Source: an optimization exercise on an open RTL-to-GDS flow (aim: small area, a short achievable clock period and few clock cycles per item). Production flows keep margins and buffers that such runs may drop. RTL that was checked went through simulation tests only; none was proved equivalent to the original. No activity file was given, so power comes from the tool's default toggle rates.

== the previous run ==
==> module mod_q_adder, before the edit <==
module mod_q_adder
(
	input  kyber_params_pkg::poly_word_t   a_i,
	input  noise_acc_ctrl_pkg::noise_enc_t b_i,
	output kyber_params_pkg::poly_word_t   raw_o,   
	output logic [2*kyber_params_pkg::LANES-1:0] wrap_o,  
	input  kyber_params_pkg::poly_word_t   raw_i,   
	input  logic [2*kyber_params_pkg::LANES-1:0] wrap_i,  
	output kyber_params_pkg::poly_word_t   sum_o
);
	function automatic logic [13:0] add_raw(input kyber_params_pkg::coeff_t a, input logic [2:0] b);
		logic [1:0]  lo;
		logic        c2;
		logic        inc;
		logic        dec;
		logic [9:0]  ones;   
		logic [9:0]  zeros;  
		logic [11:0] raw;
		logic        wrap_lo;
		logic        wrap_hi;
		lo[0] = a[0] ^ b[0];
		lo[1] = a[1] ^ b[1] ^ (a[0] & b[0]);
		c2    = (a[1] & b[1]) | ((a[1] ^ b[1]) & a[0] & b[0]);
		inc   = !b[2] && c2;
		dec   = b[2] && !c2;
		for (int k = 0; k < 10; k++) begin
			ones[k]  = &(a[11:2] | ~((10'd1 << k) - 10'd1));
			zeros[k] = ~|(a[11:2] & ((10'd1 << k) - 10'd1));
		end
		raw[1:0] = lo;
		for (int i = 2; i < 12; i++)
			raw[i] = a[i] ^ ((inc && ones[i-2]) || (dec && zeros[i-2]));
		wrap_lo = dec && a[11:2] == 10'h000;                                                  
		wrap_hi = !b[2] && lo != 2'b00 && (a[11:2] == 10'h340 || (a[11:2] == 10'h33F && c2));  
		add_raw = {wrap_lo, wrap_hi, raw};
	endfunction
	function automatic kyber_params_pkg::coeff_t fix(input kyber_params_pkg::coeff_t raw, input logic [1:0] wrap);
		if (wrap[1])
			fix = {3'b110, raw[1:0] == 2'b11, {6{raw[1:0] != 2'b11}}, raw[1:0] + 2'd1};  
		else if (wrap[0])
			fix = {10'd0, raw[1:0] - 2'd1};
		else
			fix = raw;
	endfunction
	for (genvar n = 0; n < kyber_params_pkg::LANES; n++) begin : g_lane
		assign {wrap_o[2*n +: 2], raw_o[n*kyber_params_pkg::COEFF_W +: kyber_params_pkg::COEFF_W]} = add_raw(
			a_i[n*kyber_params_pkg::COEFF_W +: kyber_params_pkg::COEFF_W],
			b_i[n*noise_acc_ctrl_pkg::NOISE_SAMPLE_W +: noise_acc_ctrl_pkg::NOISE_SAMPLE_W]);
		assign sum_o[n*kyber_params_pkg::COEFF_W +: kyber_params_pkg::COEFF_W] = fix(
			raw_i[n*kyber_params_pkg::COEFF_W +: kyber_params_pkg::COEFF_W], wrap_i[2*n +: 2]);
	end
endmodule
==> module kyber_noise_acc, before the edit <==
module kyber_noise_acc
(
	input  logic        clk,
	input  logic        rst,
	input  logic        start_i,
	input  logic        noise_empty_i,
	output logic        noise_req_o,
	input  kyber_params_pkg::noise_word_t noise_i,
	input  logic        poly_empty_i,
	output logic        poly_req_o,
	input  kyber_params_pkg::poly_word_t  poly_i,
	output kyber_params_pkg::poly_word_t  sum_o,
	output logic        sum_valid_o,
	output logic        done_o
);
	logic       step;
	logic       last;
	logic       slot;
	logic       idle;
	logic       slot_next;
	logic       noise_take;
	logic       poly_take;
	logic       noise_req_q;  
	logic       poly_req_q;   
	logic       last_q;       
	noise_acc_ctrl_pkg::noise_enc_t samples;
	noise_acc_ctrl_pkg::noise_enc_t stored;
	kyber_params_pkg::poly_word_t   raw_next;
	kyber_params_pkg::poly_word_t   raw_q;   
	logic [7:0]                     wrap_next;
	logic [7:0]                     wrap_q;  
	noise_acc_fsm u_fsm (
		.clk           (clk),
		.rst           (rst),
		.start_i       (start_i),
		.noise_empty_i (noise_empty_i),
		.poly_empty_i  (poly_empty_i),
		.last_i        (last),
		.slot_i        (slot),
		.slot_next_i   (slot_next),
		.idle_o        (idle),
		.noise_req_o   (noise_req_o),
		.poly_req_o    (poly_req_o),
		.noise_take_o  (noise_take),
		.poly_take_o   (poly_take),
		.step_o        (step)
	);
	word_counter u_counter (
		.clk         (clk),
		.clr_i       (idle),
		.step_i      (step),
		.last_o      (last),
		.slot_o      (slot),
		.slot_next_o (slot_next)
	);
	always_ff @(posedge clk) begin
		if (rst) begin
			noise_req_q <= 1'b0;
			poly_req_q  <= 1'b0;
		end else begin
			noise_req_q <= noise_take;
			poly_req_q  <= poly_take;
		end
		last_q <= poly_take && last;
	end
	cbd_sampler u_sampler (
		.word_i    (noise_i),
		.samples_o (samples)
	);
	poly_ram u_ram (
		.clk       (clk),
		.shift_i   (noise_req_q || poly_req_q),
		.wr_data_i (samples),
		.rd_data_o (stored)
	);
	mod_q_adder u_adder (
		.a_i    (poly_i),
		.b_i    (stored),
		.raw_o  (raw_next),
		.wrap_o (wrap_next),
		.raw_i  (raw_q),
		.wrap_i (wrap_q),
		.sum_o  (sum_o)
	);
	always_ff @(posedge clk) begin
		raw_q  <= raw_next;
		wrap_q <= wrap_next;
		if (rst) begin
			sum_valid_o <= 1'b0;
			done_o      <= 1'b0;
		end else begin
			sum_valid_o <= poly_req_q;
			done_o      <= !start_i && (done_o || (poly_req_q && last_q));
		end
	end
endmodule
==> flow/config.mk <==
export PLATFORM = sky130hd
export DESIGN_NAME = kyber_noise_acc
export DESIGN_NICKNAME = kyber_noise_acc
export VERILOG_FILES = /design/flow/design.v
export SDC_FILE = /design/flow/constraint.sdc
export NUM_CORES = 4
export LEC_CHECK = 0
export ABC_AREA = 1
export CAP_MARGIN = 20
export CORE_MARGIN = 2
export CORE_UTILIZATION = 60
export CTS_BUF_LIST = sky130_fd_sc_hd__clkbuf_8
export CTS_CLUSTER_DIAMETER = 60
export CTS_CLUSTER_SIZE = 20
export SETUP_SLACK_MARGIN = 3.3
export SLEW_MARGIN = 20
==> flow/constraint.sdc <==
create_clock -name core_clock -period 6.0 [get_ports {clk}]
set_input_delay 1.2000 -clock core_clock [delete_from_list [all_inputs] [get_ports {clk}]]
set_output_delay 1.2000 -clock core_clock [all_outputs]
set_load 0.01 [all_outputs]
standard.sh (not shown) runs the stock make flow with config.mk's settings and CLKGATE_MAP_FILE= SYNTH_SCRIPT=/design/flow/synth_recipe.tcl, a recipe that flattens the netlist after the stock synthesis.
==> flow/flow/run.sh <==
#!/bin/bash
# Standard layout, with three changes:
# - synthesis maps logic with an area-oriented ABC script (flow/synth.tcl),
# - plain buffers (instead of the default delay-cell buffers) on the ports,
# - a clock tree without dummy balancing loads.
set -e
export FLOW_WORK=$PWD
export FLOW_ABC_SCRIPT=$PWD/flow/abc_area_map.script
export BUFFER_PORTS_ARGS="-buffer_cell sky130_fd_sc_hd__buf_1"
export CTS_ARGS="-sink_clustering_enable -repair_clock_nets -sink_clustering_size 20 -sink_clustering_max_diameter 60 -buf_list sky130_fd_sc_hd__clkbuf_8 -dont_use_dummy_load"
sed "s#SYNTH_SCRIPT=[^ ]*#SYNTH_SCRIPT=$PWD/flow/synth.tcl#" standard.sh > flow_standard.sh
bash flow_standard.sh > standard.log 2>&1
==> flow/flow/abc_area_map.script <==
strash
&get -n
&st
&synch2
&put
dch -f
amap
topo
stime -c
==> flow/flow/synth.tcl <==
# The standard flow's synthesis (synth_recipe.tcl in the work folder), with the ABC
# mapping script replaced by the area-oriented one in this folder.
proc abc {args} {
  set i [lsearch -exact $args -script]
  if {$i >= 0} { lset args [expr {$i + 1}] $::env(FLOW_ABC_SCRIPT) }
  yosys abc {*}$args
}
source $::env(FLOW_WORK)/synth_recipe.tcl
The following lists how the current run was set up differently from the previous run:
==> flow/design.v, changed modules only <==
module mod_q_adder
(
	input  kyber_params_pkg::poly_word_t   a_i,
	input  noise_acc_ctrl_pkg::noise_enc_t b_i,
	output kyber_params_pkg::poly_word_t   sum_o
);
	function automatic kyber_params_pkg::coeff_t add_mod_q(input kyber_params_pkg::coeff_t a, input logic [2:0] b);
		logic [1:0]  lo;
		logic        c2;
		logic        inc;
		logic        dec;
		logic [9:0]  ones;   
		logic [9:0]  zeros;  
		logic [11:0] raw;
		logic        wrap_lo;
		logic        wrap_hi;
		lo[0] = a[0] ^ b[0];
		lo[1] = a[1] ^ b[1] ^ (a[0] & b[0]);
		c2    = (a[1] & b[1]) | ((a[1] ^ b[1]) & a[0] & b[0]);
		inc   = !b[2] && c2;
		dec   = b[2] && !c2;
		for (int k = 0; k < 10; k++) begin
			ones[k]  = &(a[11:2] | ~((10'd1 << k) - 10'd1));
			zeros[k] = ~|(a[11:2] & ((10'd1 << k) - 10'd1));
		end
		raw[1:0] = lo;
		for (int i = 2; i < 12; i++)
			raw[i] = a[i] ^ ((inc && ones[i-2]) || (dec && zeros[i-2]));
		wrap_lo = dec && a[11:2] == 10'h000;                                                  
		wrap_hi = !b[2] && lo != 2'b00 && (a[11:2] == 10'h340 || (a[11:2] == 10'h33F && c2));  
		if (wrap_lo)
			add_mod_q = {3'b110, lo == 2'b11, {6{lo != 2'b11}}, lo + 2'd1};  
		else if (wrap_hi)
			add_mod_q = {10'd0, lo - 2'd1};
		else
			add_mod_q = raw;
	endfunction
	for (genvar n = 0; n < kyber_params_pkg::LANES; n++) begin : g_lane
		assign sum_o[n*kyber_params_pkg::COEFF_W +: kyber_params_pkg::COEFF_W] = add_mod_q(
			a_i[n*kyber_params_pkg::COEFF_W +: kyber_params_pkg::COEFF_W],
			b_i[n*noise_acc_ctrl_pkg::NOISE_SAMPLE_W +: noise_acc_ctrl_pkg::NOISE_SAMPLE_W]);
	end
endmodule
module kyber_noise_acc
(
	input  logic        clk,
	input  logic        rst,
	input  logic        start_i,
	input  logic        noise_empty_i,
	output logic        noise_req_o,
	input  kyber_params_pkg::noise_word_t noise_i,
	input  logic        poly_empty_i,
	output logic        poly_req_o,
	input  kyber_params_pkg::poly_word_t  poly_i,
	output kyber_params_pkg::poly_word_t  sum_o,
	output logic        sum_valid_o,
	output logic        done_o
);
	logic       step;
	logic       last;
	logic       slot;
	logic       idle;
	logic       slot_next;
	logic       noise_take;
	logic       poly_take;
	logic       noise_req_q;  
	logic       poly_req_q;   
	logic       last_q;       
	noise_acc_ctrl_pkg::noise_enc_t samples;
	noise_acc_ctrl_pkg::noise_enc_t stored;
	kyber_params_pkg::poly_word_t   sum_next;
	noise_acc_fsm u_fsm (
		.clk           (clk),
		.rst           (rst),
		.start_i       (start_i),
		.noise_empty_i (noise_empty_i),
		.poly_empty_i  (poly_empty_i),
		.last_i        (last),
		.slot_i        (slot),
		.slot_next_i   (slot_next),
		.idle_o        (idle),
		.noise_req_o   (noise_req_o),
		.poly_req_o    (poly_req_o),
		.noise_take_o  (noise_take),
		.poly_take_o   (poly_take),
		.step_o        (step)
	);
	word_counter u_counter (
		.clk         (clk),
		.clr_i       (idle),
		.step_i      (step),
		.last_o      (last),
		.slot_o      (slot),
		.slot_next_o (slot_next)
	);
	always_ff @(posedge clk) begin
		if (rst) begin
			noise_req_q <= 1'b0;
			poly_req_q  <= 1'b0;
		end else begin
			noise_req_q <= noise_take;
			poly_req_q  <= poly_take;
		end
		last_q <= poly_take && last;
	end
	cbd_sampler u_sampler (
		.word_i    (noise_i),
		.samples_o (samples)
	);
	poly_ram u_ram (
		.clk       (clk),
		.shift_i   (noise_req_q || poly_req_q),
		.wr_data_i (samples),
		.rd_data_o (stored)
	);
	mod_q_adder u_adder (
		.a_i   (poly_i),
		.b_i   (stored),
		.sum_o (sum_next)
	);
	always_ff @(posedge clk) begin
		sum_o <= sum_next;
		if (rst) begin
			sum_valid_o <= 1'b0;
			done_o      <= 1'b0;
		end else begin
			sum_valid_o <= poly_req_q;
			done_o      <= !start_i && (done_o || (poly_req_q && last_q));
		end
	end
endmodule
### Flow results
Critical path depth: the current run vs the previous run down 2
Per the comparison of the current run with the previous run, die boundary height fell by 0.44%; total setup buffers inserted after CTS fell by 9.
Part of the total power dissipated in the clock network (the current run over the previous run): increase, 0.9 points
[compare] base=the previous run new=the current run: global-route usage saw an increase, final area saw a decrease.
Against the previous run as the reference, the current run delivers a lower relative slew slack.
Taking the previous run as the reference, in the current run relative area of clock buffers and inverters in the final design shows no meaningful change; number of standard cells in the layout, taps in and fillers out has decreased; maximum number of pins on one net before global-route repair decreased by 41 relative to the old numbers.
Violation count after the first detailed-routing iteration in the current run is 93 higher than in the previous run
Compared with the previous run, the current run shows proportion of cell area occupied by registers higher by 0.58 points.
Against the previous run, wire length in the current run rose slightly.
The met2 wire length reported for the current run is greater than that of the previous run by about 1.1%.
Testbench counts of the current run, summed over its fixed seeds: cycles 16,640, transforms 128.
Only the layout flow was run in the previous run; the RTL was not checked for function there.

---

The RTL this note starts from:
==> flow/design.v <==
`timescale 1ns/1ps
package kyber_params_pkg;
	localparam int KYBER_Q = 3329;  
	localparam int COEFF_W = 12;  
	localparam int LANES = 4;  
	localparam int NOISE_W = 25;
	localparam int ETA_SEL_BIT = NOISE_W - 1;
	typedef logic [COEFF_W-1:0] coeff_t;
	typedef logic [LANES*COEFF_W-1:0] poly_word_t;
	typedef logic [NOISE_W-1:0] noise_word_t;
endpackage
`timescale 1ns/1ps
package noise_acc_ctrl_pkg;
	localparam int WORDS_PER_POLY = 64;  
	localparam int WORD_IDX_W = $clog2(WORDS_PER_POLY);
	localparam int RING_LEN = 4;
	localparam int RING_LEN_W = $clog2(RING_LEN);
	localparam int RINGS = WORDS_PER_POLY / RING_LEN;
	localparam int NOISE_SAMPLE_W = 3;
	localparam int NOISE_ENC_W = 4 * NOISE_SAMPLE_W;  
	typedef logic [WORD_IDX_W-1:0] word_idx_t;
	typedef logic [NOISE_ENC_W-1:0] noise_enc_t;
endpackage
`timescale 1ns/1ps
module noise_acc_fsm
(
	input  logic clk,
	input  logic rst,
	input  logic start_i,
	input  logic noise_empty_i,
	input  logic poly_empty_i,
	input  logic last_i,       
	input  logic slot_i,       
	input  logic slot_next_i,  
	output logic idle_o,       
	output logic noise_req_o,
	output logic poly_req_o,
	output logic noise_take_o,  
	output logic poly_take_o,   
	output logic step_o
);
	logic noise_act_q;   
	logic poly_act_q;    
	logic noise_wait_q;  
	logic poly_wait_q;   
	logic noise_act_d;
	logic poly_act_d;
	assign idle_o = !noise_act_q && !poly_act_q;
	assign noise_req_o = !(noise_empty_i || noise_wait_q);
	assign poly_req_o  = !(poly_empty_i || poly_wait_q);
	assign noise_take_o = !noise_empty_i && (idle_o || (noise_act_q && slot_i));
	assign poly_take_o  = !poly_empty_i && poly_act_q && slot_i;
	assign step_o       = noise_take_o || poly_take_o;
	assign noise_act_d = start_i || (noise_act_q && !(noise_take_o && last_i));
	assign poly_act_d  = (noise_take_o && last_i) || (poly_act_q && !(poly_take_o && last_i));
	always_ff @(posedge clk) begin
		if (rst) begin
			noise_act_q  <= 1'b0;
			poly_act_q   <= 1'b0;
			noise_wait_q <= 1'b0;
			poly_wait_q  <= 1'b1;
		end else begin
			noise_act_q  <= noise_act_d;
			poly_act_q   <= poly_act_d;
			noise_wait_q <= !((noise_act_d && slot_next_i) || (!noise_act_d && !poly_act_d));
			poly_wait_q  <= !(poly_act_d && slot_next_i);
		end
	end
endmodule
`timescale 1ns/1ps
module word_counter
(
	input  logic                          clk,
	input  logic                          clr_i,   
	input  logic                          step_i,  
	output logic                          last_o,
	output logic                          slot_o,      
	output logic                          slot_next_o  
);
	noise_acc_ctrl_pkg::word_idx_t idx_q;  
	logic [noise_acc_ctrl_pkg::RING_LEN_W-1:0] mis_q;
	logic [noise_acc_ctrl_pkg::RING_LEN_W-1:0] mis_next;
	noise_acc_ctrl_pkg::word_idx_t idx;    
	assign idx      = clr_i ? '0 : idx_q;
	assign last_o   = &idx;
	assign mis_next = clr_i ? '0 : mis_q + noise_acc_ctrl_pkg::RING_LEN_W'(!step_i);
	assign slot_o      = mis_q == '0;
	assign slot_next_o = mis_next == '0;
	always_ff @(posedge clk) begin
		idx_q <= idx + noise_acc_ctrl_pkg::WORD_IDX_W'(step_i);
		mis_q <= mis_next;
	end
endmodule
`timescale 1ns/1ps
module cbd_sampler
(
	input  kyber_params_pkg::noise_word_t word_i,
	output noise_acc_ctrl_pkg::noise_enc_t samples_o
);
	for (genvar n = 0; n < kyber_params_pkg::LANES; n++) begin : g_lane
		logic [5:0] bits;
		assign bits = word_i[kyber_params_pkg::ETA_SEL_BIT]
			? {~word_i[6*n+3 +: 3], word_i[6*n +: 3]}
			: {1'b0, 1'b1, ~word_i[4*n+2 +: 2], word_i[4*n +: 2]};
		assign samples_o[n*noise_acc_ctrl_pkg::NOISE_SAMPLE_W +: noise_acc_ctrl_pkg::NOISE_SAMPLE_W] =
			3'(bits[0]) + 3'(bits[1]) + 3'(bits[2]) + 3'(bits[3]) + 3'(bits[4]) + 3'(bits[5]);
	end
endmodule
`timescale 1ns/1ps
module poly_ram
(
	input  logic                           clk,
	input  logic                           shift_i,
	input  noise_acc_ctrl_pkg::noise_enc_t wr_data_i,
	output noise_acc_ctrl_pkg::noise_enc_t rd_data_o
);
	localparam int RINGS = noise_acc_ctrl_pkg::RINGS;
	localparam int LEN   = noise_acc_ctrl_pkg::RING_LEN;
	noise_acc_ctrl_pkg::noise_enc_t ring [RINGS][LEN];
	for (genvar j = 0; j < RINGS; j++) begin : g_ring
		noise_acc_ctrl_pkg::noise_enc_t feed;
		if (j == 0) begin : g_head
			assign feed = wr_data_i;
		end else begin : g_link
			assign feed = ring[j-1][LEN-1];
		end
		always_ff @(posedge clk) begin
			ring[j][0] <= shift_i ? feed : ring[j][LEN-1];
			for (int i = 1; i < LEN; i++)
				ring[j][i] <= ring[j][i-1];
		end
	end
	assign rd_data_o = ring[RINGS-1][LEN-1];
endmodule
`timescale 1ns/1ps
module mod_q_adder
(
	input  kyber_params_pkg::poly_word_t   a_i,
	input  noise_acc_ctrl_pkg::noise_enc_t b_i,
	output kyber_params_pkg::poly_word_t   sum_o
);
	function automatic kyber_params_pkg::coeff_t add_mod_q(input kyber_params_pkg::coeff_t a, input logic [2:0] b);
		logic [2:0]  lo;
		logic        inc;
		logic        dec;
		logic [9:0]  ones;   
		logic [9:0]  zeros;  
		logic [11:0] raw;
		logic        wrap_lo;
		logic        wrap_hi;
		lo[0] = !(a[0] ^ b[0]);
		lo[1] = a[1] ^ b[1] ^ (a[0] | b[0]);
		lo[2] = (a[1] & b[1]) | ((a[1] | b[1]) & (a[0] | b[0]));
		inc = lo[2] && b[2];
		dec = !lo[2] && !b[2];
		for (int k = 0; k < 10; k++) begin
			ones[k]  = &(a[11:2] | ~((10'd1 << k) - 10'd1));
			zeros[k] = ~|(a[11:2] & ((10'd1 << k) - 10'd1));
		end
		raw[1:0] = lo[1:0];
		for (int i = 2; i < 12; i++)
			raw[i] = a[i] ^ ((inc && ones[i-2]) || (dec && zeros[i-2]));
		wrap_lo = dec && a[11:2] == 10'h000;                                                       
		wrap_hi = lo[1:0] != 2'b00 && ((a[11:2] == 10'h340 && !dec) || (a[11:2] == 10'h33F && inc));  
		if (wrap_lo)
			add_mod_q = {3'b110, lo[1:0] == 2'b11, {6{lo[1:0] != 2'b11}}, lo[1:0] + 2'd1};  
		else if (wrap_hi)
			add_mod_q = {10'd0, lo[1:0] - 2'd1};
		else
			add_mod_q = raw;
	endfunction
	for (genvar n = 0; n < kyber_params_pkg::LANES; n++) begin : g_lane
		assign sum_o[n*kyber_params_pkg::COEFF_W +: kyber_params_pkg::COEFF_W] = add_mod_q(
			a_i[n*kyber_params_pkg::COEFF_W +: kyber_params_pkg::COEFF_W],
			b_i[n*noise_acc_ctrl_pkg::NOISE_SAMPLE_W +: noise_acc_ctrl_pkg::NOISE_SAMPLE_W]);
	end
endmodule
`timescale 1ns/1ps
module kyber_noise_acc
(
	input  logic        clk,
	input  logic        rst,
	input  logic        start_i,
	input  logic        noise_empty_i,
	output logic        noise_req_o,
	input  kyber_params_pkg::noise_word_t noise_i,
	input  logic        poly_empty_i,
	output logic        poly_req_o,
	input  kyber_params_pkg::poly_word_t  poly_i,
	output kyber_params_pkg::poly_word_t  sum_o,
	output logic        sum_valid_o,
	output logic        done_o
);
	logic       step;
	logic       last;
	logic       slot;
	logic       idle;
	logic       slot_next;
	logic       noise_take;
	logic       poly_take;
	logic       noise_req_q;  
	logic       poly_req_q;   
	logic       last_q;       
	noise_acc_ctrl_pkg::noise_enc_t samples;
	noise_acc_ctrl_pkg::noise_enc_t stored;
	kyber_params_pkg::poly_word_t   sum_next;
	noise_acc_fsm u_fsm (
		.clk           (clk),
		.rst           (rst),
		.start_i       (start_i),
		.noise_empty_i (noise_empty_i),
		.poly_empty_i  (poly_empty_i),
		.last_i        (last),
		.slot_i        (slot),
		.slot_next_i   (slot_next),
		.idle_o        (idle),
		.noise_req_o   (noise_req_o),
		.poly_req_o    (poly_req_o),
		.noise_take_o  (noise_take),
		.poly_take_o   (poly_take),
		.step_o        (step)
	);
	word_counter u_counter (
		.clk         (clk),
		.clr_i       (idle),
		.step_i      (step),
		.last_o      (last),
		.slot_o      (slot),
		.slot_next_o (slot_next)
	);
	always_ff @(posedge clk) begin
		if (rst) begin
			noise_req_q <= 1'b0;
			poly_req_q  <= 1'b0;
		end else begin
			noise_req_q <= noise_take;
			poly_req_q  <= poly_take;
		end
		last_q <= poly_take && last;
	end
	cbd_sampler u_sampler (
		.word_i    (noise_i),
		.samples_o (samples)
	);
	poly_ram u_ram (
		.clk       (clk),
		.shift_i   (noise_req_q || poly_req_q),
		.wr_data_i (samples),
		.rd_data_o (stored)
	);
	mod_q_adder u_adder (
		.a_i   (poly_i),
		.b_i   (stored),
		.sum_o (sum_next)
	);
	always_ff @(posedge clk) begin
		sum_o <= sum_next;
		if (rst) begin
			sum_valid_o <= 1'b0;
			done_o      <= 1'b0;
		end else begin
			sum_valid_o <= poly_req_q;
			done_o      <= !start_i && (done_o || (poly_req_q && last_q));
		end
	end
endmodule
Settings: LEC_CHECK=0, ABC_AREA=0, CAP_MARGIN=20, CORE_MARGIN=2, CORE_UTILIZATION=60, CTS_BUF_LIST=sky130_fd_sc_hd__clkbuf_8, CTS_CLUSTER_DIAMETER=60, CTS_CLUSTER_SIZE=20, SETUP_SLACK_MARGIN=3.4, SLEW_MARGIN=20; clock period 6.0 ns.
==> flow/flow/run.sh <==
#!/bin/bash
# Standard layout, with plain buffers (instead of the default delay-cell
# buffers) on the ports.
set -e
export BUFFER_PORTS_ARGS="-buffer_cell sky130_fd_sc_hd__buf_1"
bash standard.sh > standard.log 2>&1
Change:
--- a/flow/design.v
+++ b/flow/design.v
@@ -148,9 +148,7 @@
 		logic [11:0] raw;
 		logic        wrap_lo;
 		logic        wrap_hi;
-		lo[0] = !(a[0] ^ b[0]);
-		lo[1] = a[1] ^ b[1] ^ (a[0] | b[0]);
-		lo[2] = (a[1] & b[1]) | ((a[1] | b[1]) & (a[0] | b[0]));
+		lo  = {1'b0, a[1:0]} + {1'b0, b[1:0]} + 3'd1;
 		inc = lo[2] && b[2];
 		dec = !lo[2] && !b[2];
 		for (int k = 0; k < 10; k++) begin
Clock power went down by about 3%.
Utilization went up by 0.72 points.
Cell area went down by 0.62%.
Die area went down by 0.55%.
Count of clock-buffer cells in the layout went down by 2.
Worst setup slack loses 0.17 ns.
Flip-flop and latch count stays the same.
Non-clock buffer count does not change.
Function was not checked in any run of this note: the RTL went through the layout flow alone.

-- static timing again, ports no longer ideal --
How much do the figures lean on ideal ports? The routed layouts below were timed once more, with nothing changed but the port constraints.
Step 1 (the two cells are an assumption about what drives the block):
set clk [get_ports {clk}]
set_driving_cell -lib_cell sky130_fd_sc_hd__clkbuf_16 $clk
set_driving_cell -lib_cell sky130_fd_sc_hd__buf_2 [delete_from_list [all_inputs] $clk]
Step 2 times the ports against the registers' clock, not the clock port: input delays grow and output delays shrink by t, the midpoint of the rising clock arrivals with the driver on.
Slacks: no drivers / after step 1 / after step 2; pairs: no drivers / after step 1.
run | t, ns | setup WS [ns] | hold WS [ns] | worst setup path at the end | worst register clock-pin slew, ns
the previous run | 0.625 | 3.160 / 3.113 / 2.977 | 0.267 / 0.267 / 0.267 | input to register | 0.11 / 0.11
the current run | 0.653 | 3.305 / 3.272 / 2.770 | 0.289 / 0.289 / 0.289 | input to register | 0.11 / 0.11
the first run of note 2 | 0.671 | 3.278 / 3.200 / 2.529 | 0.327 / 0.327 / 0.327 | input to register | 0.11 / 0.11
the second run of note 2 | 0.679 | 3.107 / 3.116 / 2.437 | 0.322 / 0.322 / 0.322 | input to register | 0.11 / 0.11
After both steps setup and hold are still met in every run listed. The setup slack of the first run of note 2, which loses most, moves by -0.078 ns with the drivers and by -0.749 ns with both steps.
